Source: an optimization exercise on an open RTL-to-GDS flow (aim: small area, a short achievable clock period and few clock cycles per item). Production flows keep margins and buffers that such runs may drop. Where RTL was checked, it was by simulation tests only, not by an equivalence proof against the original. Power is estimated from default activity; no workload was simulated.

// sliding_window_frame_detector_unit
module sliding_window_frame_detector_unit (
    input  logic                        clk,
    input  logic                        rst_n,
    input  logic                        in_valid,
    output logic                        in_stall,
    input  logic [7:0]                  rx_byte,
    output logic                        out_valid,
    input  logic                        out_stall,
    output logic                        frame_found,
    output logic [7:0]                  frame_address,
    output logic                        has_word,
    output logic [swfd_pkg::WIDX_W-1:0] word_index,
    output logic [15:0]                 data_word,
    output logic                        last,
    input  logic                        cfg_we,
    input  logic [swfd_pkg::CFG_W-1:0]  cfg_wdata
);
For scale: roughly 1,400 cells after synthesis, ~510 flip-flops.
export LEC_CHECK = 0
export ABC_CLOCK_PERIOD_IN_PS = 2500
export CAP_MARGIN = 20
export CORE_MARGIN = 2
export CORE_UTILIZATION = 40
export CTS_CLUSTER_DIAMETER = 120
export CTS_CLUSTER_SIZE = 24
export SETUP_SLACK_MARGIN = 3.75
export SLEW_MARGIN = 20
create_clock -name core_clock -period 6.0 [get_ports {clk}]
standard.sh (not shown) runs the stock make flow with config.mk's settings and CLKGATE_MAP_FILE= SYNTH_SCRIPT=/design/flow/synth_recipe.tcl, a recipe that flattens the netlist after the stock synthesis.
==> flow/flow/run.sh <==
#!/bin/bash
# The standard layout (standard synthesis included), with plain buffers on the ports
# instead of the delay cells the placer picks by default.
set -euo pipefail
bash standard.sh "BUFFER_PORTS_ARGS=-buffer_cell sky130_fd_sc_hd__buf_4" finish > make_finish.log 2>&1
The starting point passed the timing, design-rule and antenna checks.
==> next run, changes <==
- SETUP_SLACK_MARGIN: 3.75 -> 3.5
Effect: Register-to-register slack is worse by 0.13 ns. Area after synthesis stays the same. Maximum frequency came out lower by 5.1%.
Function was not checked in any run of this note: the RTL went through the layout flow alone.

sliding_window_frame_detector_unit, a different RTL version from the one above (not shown whole).
Size: roughly 1400 cells after synthesis, about 51 I/O pins, about 0.020 mm² of cells after synthesis.
Design sliding_window_frame_detector_unit, start of the top module:
module sliding_window_frame_detector_unit (
    input  logic                        clk,
    input  logic                        rst_n,
    input  logic                        in_valid,
    output logic                        in_stall,
    input  logic [7:0]                  rx_byte,
    output logic                        out_valid,
    input  logic                        out_stall,
    output logic                        frame_found,
    output logic [7:0]                  frame_address,
    output logic                        has_word,
    output logic [swfd_pkg::WIDX_W-1:0] word_index,
    output logic [15:0]                 data_word,
    output logic                        last,
    input  logic                        cfg_we,
    input  logic [swfd_pkg::CFG_W-1:0]  cfg_wdata
);
clock: 6.0 ns
lec_check: 0
abc_clock_period_in_ps: 2500
cap_margin: 20
core_margin: 2
core_utilization: 40
cts_cluster_diameter: 120
cts_cluster_size: 24
setup_slack_margin: 3.5
slew_margin: 20
Scripts as last shown in full above: flow/flow/run.sh
The first run completed with no timing, DRC or antenna violations.
Testbench counts at the start, summed over its fixed seeds: cycles 27,879, bytes 24,469.
Edit:
- SETUP_SLACK_MARGIN: 3.5 -> 3.3
Sequential share of layout area rises by 0.45 points.
Final area falls by 0.74%.
Worst setup slack gets worse by 0.15 ns.
Clock power stays flat.

Starting RTL as in the previous note.
Settings: LEC_CHECK=0, ABC_CLOCK_PERIOD_IN_PS=2500, CAP_MARGIN=20, CORE_MARGIN=2, CORE_UTILIZATION=40, CTS_CLUSTER_DIAMETER=120, CTS_CLUSTER_SIZE=24, SETUP_SLACK_MARGIN=3.8, SLEW_MARGIN=20; clock period 6.0 ns.
Scripts as last shown in full above: flow/flow/run.sh
Testbench counts at the start, summed over its fixed seeds: cycles 27,879, bytes 24,469.
Change:
==> flow/run.sh (new file) <==
#!/bin/bash
# synth_recipe.tcl (not shown) runs the flow's synth.tcl, then flattens the netlist and writes it again
# the make line also repeats each setting of config.mk as NAME=value (left out here)
make -C /OpenROAD-flow-scripts/flow DESIGN_CONFIG=/design/flow/config.mk WORK_HOME=/design/flow/orfs CLKGATE_MAP_FILE= SYNTH_SCRIPT=/design/flow/synth_recipe.tcl finish
--- a/flow/config.mk
+++ b/flow/config.mk
@@ -12,4 +12,4 @@
 export CTS_CLUSTER_DIAMETER = 120
 export CTS_CLUSTER_SIZE = 24
-export SETUP_SLACK_MARGIN = 3.8
+export SETUP_SLACK_MARGIN = 3.5
 export SLEW_MARGIN = 20
removed: flow/flow/run.sh
removed: flow/standard.sh
Global-route usage falls by 0.50 points.
Final area falls by 5.1%.
Via count drops by 3.3%.
Utilization fell by 2.4 points.
Total power is lower by 5.2%.

afterwards: timing with drivers on the ports:
Ports are ideal in the flow. The routed layouts listed here were re-timed in OpenROAD. Step 1 (the two cells are an assumption about what drives the block):
set clk [get_ports {clk}]
set_driving_cell -lib_cell sky130_fd_sc_hd__clkbuf_16 $clk
set_driving_cell -lib_cell sky130_fd_sc_hd__buf_2 [delete_from_list [all_inputs] $clk]
Step 2 moves the port delays by t, midway between the first and last clock arrival at a register: inputs arrive t later, outputs are due t later. That takes back most of the time a late clock gives input paths. Slacks: ideal / step 1 / step 2; pairs: ideal / step 1.
run	t (ns)	setup WS [ns]	worst register clock-pin slew, ns
the first run of note 1	0.618	3.653 / 3.623 / 3.369	0.11 / 0.11
the second run of note 1	0.633	3.527 / 3.527 / 3.025	0.11 / 0.11
the first run of note 2	0.623	3.577 / 3.521 / 3.167	0.10 / 0.10
the second run of note 2	0.622	3.427 / 3.427 / 3.164	0.10 / 0.10
the first run of note 3	0.631	3.587 / 3.531 / 3.165	0.10 / 0.10
the second run of note 3	0.621	3.539 / 3.486 / 2.990	0.11 / 0.11
After both steps setup and hold are still met in every run listed. For the second run of note 3, which loses most, drivers alone change the setup slack by -0.053 ns; drivers and shift together by -0.549 ns.
